What follows belongs to an exercise in optimizing a design on an open flow for small area, a short achievable clock period and few clock cycles; a production flow would make more cautious choices. Only simulation tests tie the RTL to the original design; equivalence was not proved.

yarrow:
==> flow/design.v <==
module dlog_mont (
  input  logic [15:0] abits,
  input  logic [15:0] bop,
  input  logic [15:0] n_q,
  input  logic [16:0] bn_q,    
  input  logic        vm,
  output logic [15:0] mont,
  output logic [15:0] dbits
);
  logic [15:0] sv [0:16];
  logic [16:0] cv [0:16];
  logic [16:0] qv;
  always_comb begin
    logic        a, q;
    logic [16:0] xs, ys, zs, ss, cc, sx;
    logic        sa, sq, sb, cc0, e, f1, f0, abn;
    sv[0] = '0;
    cv[0] = '0;
    qv[0] = ~vm & abits[0] & bop[0];
    for (int i = 0; i < 16; i++) begin
      a  = abits[i];
      q  = qv[i];
      ys = a ? bn_q : {1'b0, n_q};
      zs = a ? {1'b0, bop} : 17'd0;
      sa = a & ~q;
      sq = ~a & q;
      sb = a & q;
      xs = ({17{sa}} & {1'b0, bop}) | ({17{sq}} & {1'b0, n_q}) | ({17{sb}} & bn_q);
      sx = {1'b0, sv[i]};
      ss = sx ^ cv[i] ^ xs;
      cc = (sx & cv[i]) | (sx & xs) | (cv[i] & xs);
      dbits[i] = ss[0];
      sv[i+1]  = ss[16:1];
      cv[i+1]  = cc;
      abn = (i < 15) ? (abits[(i+1)%16] & bop[0]) : 1'b0;
      cc0 = vm ? ((sx[0] & cv[i][0]) | (sx[0] & zs[0]) | (cv[i][0] & zs[0]))
               : (sx[0] | cv[i][0]);
      e   = sx[1] ^ cv[i][1] ^ cc0 ^ abn;
      f1  = e ^ ys[1];
      f0  = e ^ zs[1];
      qv[i+1] = ~vm & (q ? f1 : f0);
    end
  end
  logic [17:0] tsum, tdif;
  always_comb begin
    tsum = {2'b0, sv[16]} + {1'b0, cv[16]};
    tdif = tsum - {2'b0, n_q};
    mont = tdif[17] ? tsum[15:0] : tdif[15:0];
  end
endmodule
module dlog_search #(
  parameter int unsigned len = 16
) (
  input  logic           clk,
  input  logic           rst,
  input  logic           start,
  input  logic [len-1:0] g_in,
  input  logic [len-1:0] y_in,
  input  logic [len-1:0] r,
  input  logic [len-1:0] max_exp,
  output logic [len-1:0] x_out,
  output logic           found,
  output logic           done,
  output logic           busy
);
  localparam logic [2:0] StIdle = 3'd0;
  localparam logic [2:0] StFin  = 3'd1;
  localparam logic [2:0] StNorm = 3'd2;
  localparam logic [2:0] StDiv  = 3'd3;
  localparam logic [2:0] StSq   = 3'd4;
  localparam logic [2:0] StSq2  = 3'd5;
  localparam logic [2:0] StIter = 3'd6;
  logic [2:0]  state_q, state_d;
  logic [15:0] x_q, x_d;
  logic        found_q, found_d;
  logic        done_d, done_q;
  logic [15:0] n_q, n_d;         
  logic [15:0] g_q, g_d;         
  logic [15:0] w_q, w_d;         
  logic [15:0] b_q, b_d;         
  logic [16:0] bn_q, bn_d;       
  logic [15:0] acc0_q, acc0_d;   
  logic [15:0] acc1_q, acc1_d;   
  logic [15:0] lim_q, lim_d;     
  logic [3:0]  s_q, s_d;         
  logic [3:0]  cnt_q, cnt_d;
  logic        first_q, first_d;
  logic        ylt_q, ylt_d;
  logic        ev_q, ev_d;       
  logic [15:0] bop1, mont0, mont1, dbits0, dbits1;
  assign bop1 = ev_q ? g_q : b_q;
  dlog_mont u_lane0 (.abits(acc0_q), .bop(b_q), .n_q(n_q), .bn_q(bn_q), .vm(1'b0),
                     .mont(mont0), .dbits(dbits0));
  dlog_mont u_lane1 (.abits(acc1_q), .bop(bop1), .n_q(n_q), .bn_q(bn_q), .vm(ev_q),
                     .mont(mont1), .dbits(dbits1));
  logic [15:0] nh, wred;
  logic [16:0] wdif;
  logic [15:0] tm_next, revy;
  logic [3:0]  s_inc;
  always_comb begin
    nh    = n_q >> 1;
    wdif  = {1'b0, w_q} - {1'b0, nh};
    wred  = wdif[16] ? w_q : wdif[15:0];
    s_inc = s_q + 4'd1;
    for (int k = 0; k < 16; k++) begin
      tm_next[k] = (5'(k) + 5'(s_inc) >= 5'd16);
      revy[k]    = y_in[15-k];
    end
  end
  logic        bit1, bit2;
  logic [16:0] t1, t2, d1, d2;
  logic [15:0] b1, b2, bsum_in;
  always_comb begin
    bit1 = ~cnt_q[3] & g_q[15];
    bit2 = ~cnt_q[3] & g_q[14];
    t1   = {b_q, bit1};
    d1   = t1 - {1'b0, n_q};
    b1   = d1[16] ? t1[15:0] : d1[15:0];
    t2   = {b1, bit2};
    d2   = t2 - {1'b0, n_q};
    b2   = d2[16] ? t2[15:0] : d2[15:0];
    bsum_in = (state_q == StDiv) ? b2 : b_q;
  end
  logic [15:0] tm, cmpv0, cmpv1, rev1, xp1;
  logic        match0, match1, lim0, lim1;
  always_comb begin
    for (int k = 0; k < 16; k++) begin
      tm[k]   = (5'(k) + 5'(s_q) >= 5'd16);
      rev1[k] = acc1_q[15-k];
    end
    cmpv0  = acc0_q | (rev1 & tm);
    cmpv1  = acc1_q;
    match0 = ylt_q & (cmpv0 == w_q);
    match1 = ylt_q & ~ev_q & (cmpv1 == w_q);
    xp1    = x_q + 16'd1;
    lim0   = (x_q == lim_q);
    lim1   = ~ev_q & (xp1 == lim_q);
  end
  logic fin_now, gskip;
  always_comb begin
    fin_now = (n_q[15:1] == '0) || (w_q == 16'd1) || (lim_q == '0);
    gskip   = (g_q < n_q);
  end
  always_comb begin
    state_d = state_q;
    x_d     = x_q;
    found_d = found_q;
    done_d  = 1'b0;
    n_d     = n_q;
    g_d     = g_q;
    w_d     = w_q;
    b_d     = b_q;
    bn_d    = {1'b0, bsum_in} + {1'b0, n_q};
    acc0_d  = acc0_q;
    acc1_d  = acc1_q;
    lim_d   = lim_q;
    s_d     = s_q;
    cnt_d   = cnt_q;
    first_d = 1'b0;
    ylt_d   = first_q ? (w_q < n_q) : ylt_q;
    ev_d    = ev_q;
    case (state_q)
      StIdle: begin
        n_d     = r;
        g_d     = g_in;
        w_d     = y_in;
        lim_d   = max_exp;
        ev_d    = ~r[0];
        b_d     = '0;
        s_d     = '0;
        cnt_d   = '0;
        first_d = 1'b1;
        if (start) begin
          state_d = r[0] ? StDiv : StNorm;
        end
      end
      StFin: begin
        done_d  = 1'b1;
        state_d = StIdle;
      end
      StNorm: begin
        n_d = nh;
        s_d = s_inc;
        if (n_q[1]) begin
          w_d     = wred | (revy & tm_next);
          state_d = StDiv;
        end else begin
          w_d = wred;
        end
      end
      StDiv: begin
        cnt_d = cnt_q + 4'd1;
        if ((cnt_q == 4'd0) && gskip) begin
          b_d    = g_q;
          acc0_d = g_q;
          cnt_d  = 4'd8;
        end else begin
          b_d  = b2;
          if (!cnt_q[3]) g_d = {g_q[13:0], g_q[15:14]};
          if (cnt_q == 4'd7) acc0_d = b2;           
        end
        if (cnt_q == 4'd15) begin
          if (ev_q) begin
            acc1_d  = g_q;                          
            x_d     = 16'd1;
            state_d = StIter;
          end else begin
            acc1_d  = b2;                           
            state_d = StSq;
          end
        end
      end
      StSq: begin
        acc1_d  = mont0;
        b_d     = mont1;
        state_d = StSq2;
      end
      StSq2: begin
        x_d     = 16'd1;
        state_d = StIter;
      end
      StIter: begin
        if (match0) begin
          found_d = 1'b1;
          done_d  = 1'b1;
          state_d = StIdle;
        end else if (lim0) begin
          found_d = 1'b0;
          done_d  = 1'b1;
          state_d = StIdle;
        end else if (match1) begin
          found_d = 1'b1;
          x_d     = xp1;
          done_d  = 1'b1;
          state_d = StIdle;
        end else if (lim1) begin
          found_d = 1'b0;
          x_d     = xp1;
          done_d  = 1'b1;
          state_d = StIdle;
        end else begin
          acc0_d = mont0;
          acc1_d = ev_q ? dbits1 : mont1;
          x_d    = ev_q ? xp1 : x_q + 16'd2;
        end
      end
      default: state_d = StIdle;
    endcase
    if (first_q && (state_q != StIdle) && fin_now) begin
      found_d = (n_q[15:1] != '0) && (w_q == 16'd1);
      x_d     = '0;
      state_d = StFin;
    end
  end
  always_ff @(posedge clk or negedge rst) begin
    if (!rst) begin
      state_q <= StIdle;
      x_q     <= '0;
      found_q <= 1'b0;
      done_q  <= 1'b0;
    end else begin
      state_q <= state_d;
      x_q     <= x_d;
      found_q <= found_d;
      done_q  <= done_d;
    end
  end
  always_ff @(posedge clk) begin
    n_q     <= n_d;
    g_q     <= g_d;
    w_q     <= w_d;
    b_q     <= b_d;
    bn_q    <= bn_d;
    acc0_q  <= acc0_d;
    acc1_q  <= acc1_d;
    lim_q   <= lim_d;
    s_q     <= s_d;
    cnt_q   <= cnt_d;
    first_q <= first_d;
    ylt_q   <= ylt_d;
    ev_q    <= ev_d;
  end
  assign x_out = x_q;
  assign found = found_q;
  assign done  = done_q;
  assign busy  = (state_q != StIdle);
endmodule
Settings: LEC_CHECK=0, ABC_AREA=1, CAP_MARGIN=20, CORE_MARGIN=2, CORE_UTILIZATION=40, SLEW_MARGIN=20; clock period 125.0 ns.
standard.sh (not shown) runs the stock make flow with config.mk's settings and CLKGATE_MAP_FILE= SYNTH_SCRIPT=/design/flow/synth_recipe.tcl, a recipe that flattens the netlist after the stock synthesis.
==> flow/flow/run.sh <==
#!/bin/bash
# The standard layout (standard synthesis, floorplan, placement, CTS, routing),
# with ORFS's timing repair asked to keep 99 ns of setup slack at the design's
# 125 ns clock, so that it works on the register-to-register paths.
bash standard.sh SETUP_SLACK_MARGIN=99 finish > standard.log 2>&1
yarrow: no failed stages, no open violations at the end
Testbench counts of yarrow, summed over its fixed seeds: cycles 39,820.
diff inputs: yarrow => xenon
--- a/flow/design.v
+++ b/flow/design.v
@@ -3,7 +3,6 @@
   input  logic [15:0] bop,
   input  logic [15:0] n_q,
   input  logic [16:0] bn_q,    
-  input  logic        vm,
   output logic [15:0] mont,
   output logic [15:0] dbits
 );
@@ -16,7 +15,7 @@
     logic        sa, sq, sb, cc0, e, f1, f0, abn;
     sv[0] = '0;
     cv[0] = '0;
-    qv[0] = ~vm & abits[0] & bop[0];
+    qv[0] = abits[0] & bop[0];
     for (int i = 0; i < 16; i++) begin
       a  = abits[i];
       q  = qv[i];
@@ -33,12 +32,11 @@
       sv[i+1]  = ss[16:1];
       cv[i+1]  = cc;
       abn = (i < 15) ? (abits[(i+1)%16] & bop[0]) : 1'b0;
-      cc0 = vm ? ((sx[0] & cv[i][0]) | (sx[0] & zs[0]) | (cv[i][0] & zs[0]))
-               : (sx[0] | cv[i][0]);
+      cc0 = sx[0] | cv[i][0];
       e   = sx[1] ^ cv[i][1] ^ cc0 ^ abn;
       f1  = e ^ ys[1];
       f0  = e ^ zs[1];
-      qv[i+1] = ~vm & (q ? f1 : f0);
+      qv[i+1] = q ? f1 : f0;
     end
   end
   logic [17:0] tsum, tdif;
@@ -85,36 +83,40 @@
   logic [3:0]  s_q, s_d;         
   logic [3:0]  cnt_q, cnt_d;
   logic        first_q, first_d;
+  logic        dchk_q, dchk_d;   
   logic        ylt_q, ylt_d;
   logic        ev_q, ev_d;       
-  logic [15:0] bop1, mont0, mont1, dbits0, dbits1;
+  logic [15:0] bop1, n1, mont0, mont1, dbits0, dbits1;
+  logic [16:0] bn1;
   assign bop1 = ev_q ? g_q : b_q;
-  dlog_mont u_lane0 (.abits(acc0_q), .bop(b_q), .n_q(n_q), .bn_q(bn_q), .vm(1'b0),
+  assign n1   = ev_q ? 16'd0 : n_q;
+  assign bn1  = ev_q ? {1'b0, g_q} : bn_q;
+  dlog_mont u_lane0 (.abits(acc0_q), .bop(b_q), .n_q(n_q), .bn_q(bn_q),
                      .mont(mont0), .dbits(dbits0));
-  dlog_mont u_lane1 (.abits(acc1_q), .bop(bop1), .n_q(n_q), .bn_q(bn_q), .vm(ev_q),
+  dlog_mont u_lane1 (.abits(acc1_q), .bop(bop1), .n_q(n1), .bn_q(bn1),
                      .mont(mont1), .dbits(dbits1));
-  logic [15:0] nh, wred;
-  logic [16:0] wdif;
+  logic [15:0] nh;
   logic [15:0] tm_next, revy;
   logic [3:0]  s_inc;
   always_comb begin
     nh    = n_q >> 1;
-    wdif  = {1'b0, w_q} - {1'b0, nh};
-    wred  = wdif[16] ? w_q : wdif[15:0];
     s_inc = s_q + 4'd1;
     for (int k = 0; k < 16; k++) begin
       tm_next[k] = (5'(k) + 5'(s_inc) >= 5'd16);
       revy[k]    = y_in[15-k];
     end
   end
-  logic        bit1, bit2;
+  logic        bit1, bit2, gskip;
   logic [16:0] t1, t2, d1, d2;
-  logic [15:0] b1, b2, bsum_in;
-  always_comb begin
-    bit1 = ~cnt_q[3] & g_q[15];
+  logic [15:0] b1, b2, bsum_in, wred;
+  always_comb begin
     bit2 = ~cnt_q[3] & g_q[14];
-    t1   = {b_q, bit1};
+    if (state_q == StNorm)  t1 = {w_q, 1'b0};
+    else if (dchk_q)        t1 = {1'b0, g_q};
+    else                    t1 = {b_q, ~cnt_q[3] & g_q[15]};
     d1   = t1 - {1'b0, n_q};
+    wred  = d1[16] ? w_q : d1[16:1];
+    gskip = d1[16];
     b1   = d1[16] ? t1[15:0] : d1[15:0];
     t2   = {b1, bit2};
     d2   = t2 - {1'b0, n_q};
@@ -136,10 +138,9 @@
     lim0   = (x_q == lim_q);
     lim1   = ~ev_q & (xp1 == lim_q);
   end
-  logic fin_now, gskip;
+  logic fin_now;
   always_comb begin
     fin_now = (n_q[15:1] == '0) || (w_q == 16'd1) || (lim_q == '0);
-    gskip   = (g_q < n_q);
   end
   always_comb begin
     state_d = state_q;
@@ -157,6 +158,7 @@
     s_d     = s_q;
     cnt_d   = cnt_q;
     first_d = 1'b0;
+    dchk_d  = dchk_q;
     ylt_d   = first_q ? (w_q < n_q) : ylt_q;
     ev_d    = ev_q;
     case (state_q)
@@ -170,6 +172,7 @@
         s_d     = '0;
         cnt_d   = '0;
         first_d = 1'b1;
+        dchk_d  = 1'b1;
         if (start) begin
           state_d = r[0] ? StDiv : StNorm;
         end
@@ -190,16 +193,20 @@
       end
       StDiv: begin
         cnt_d = cnt_q + 4'd1;
-        if ((cnt_q == 4'd0) && gskip) begin
-          b_d    = g_q;
-          acc0_d = g_q;
-          cnt_d  = 4'd8;
+        if (dchk_q) begin
+          dchk_d = 1'b0;
+          cnt_d  = 4'd0;
+          if (gskip) begin
+            b_d    = g_q;
+            acc0_d = g_q;
+            cnt_d  = 4'd8;
+          end
         end else begin
           b_d  = b2;
           if (!cnt_q[3]) g_d = {g_q[13:0], g_q[15:14]};
           if (cnt_q == 4'd7) acc0_d = b2;           
         end
-        if (cnt_q == 4'd15) begin
+        if ((cnt_q == 4'd15) && !dchk_q) begin
           if (ev_q) begin
             acc1_d  = g_q;                          
             x_d     = 16'd1;
@@ -277,6 +284,7 @@
     s_q     <= s_d;
     cnt_q   <= cnt_d;
     first_q <= first_d;
+    dchk_q  <= dchk_d;
     ylt_q   <= ylt_d;
     ev_q    <= ev_d;
   end
Findings:
yarrow has lower synthesis-to-finish area growth than xenon. The number of distinct library cells after synthesis of xenon falls short of that of yarrow by 12%. Smallest hold slack, xenon and yarrow: higher on yarrow. yarrow ended up with state_q[1] as its launch point of the critical path; xenon ended up with state_q[0]. Portion of the clock cycle consumed by the worst path in the final layout of xenon is on par with yarrow. Diff yarrow -> xenon: first-pass GRT wire length down 16 mm, die area shows a reduction of about 1.8%, mux cell area share after synthesis stayed essentially flat, actual slew at the worst max-slew pin moved up.
Testbench counts of xenon, summed over its fixed seeds: cycles 39,830.

## re-timing with driven ports
In the flow no input, the clock included, has a driving cell. The finished layouts below were timed again as built, in two steps.
Step 1: set_driving_cell puts a clkbuf_16 on clk and a buf_2 on each other input, an assumption about the parent block.
Step 2 moves the port delays by t, midway between the first and last clock arrival at a register: inputs arrive t later, outputs are due t later. That takes back most of the time a late clock gives input paths.
a / b / c = ideal / step 1 / step 2; a / b = the first two.
run	t, ns	slack for setup (ns)	worst setup path at the end	cell pins on the clock port's net
yarrow	0.508	98.615 / 98.563 / 98.776	input to register	1
xenon	0.534	98.610 / 98.536 / 98.730	input to register	1
After both steps setup and hold are still met in every run listed.
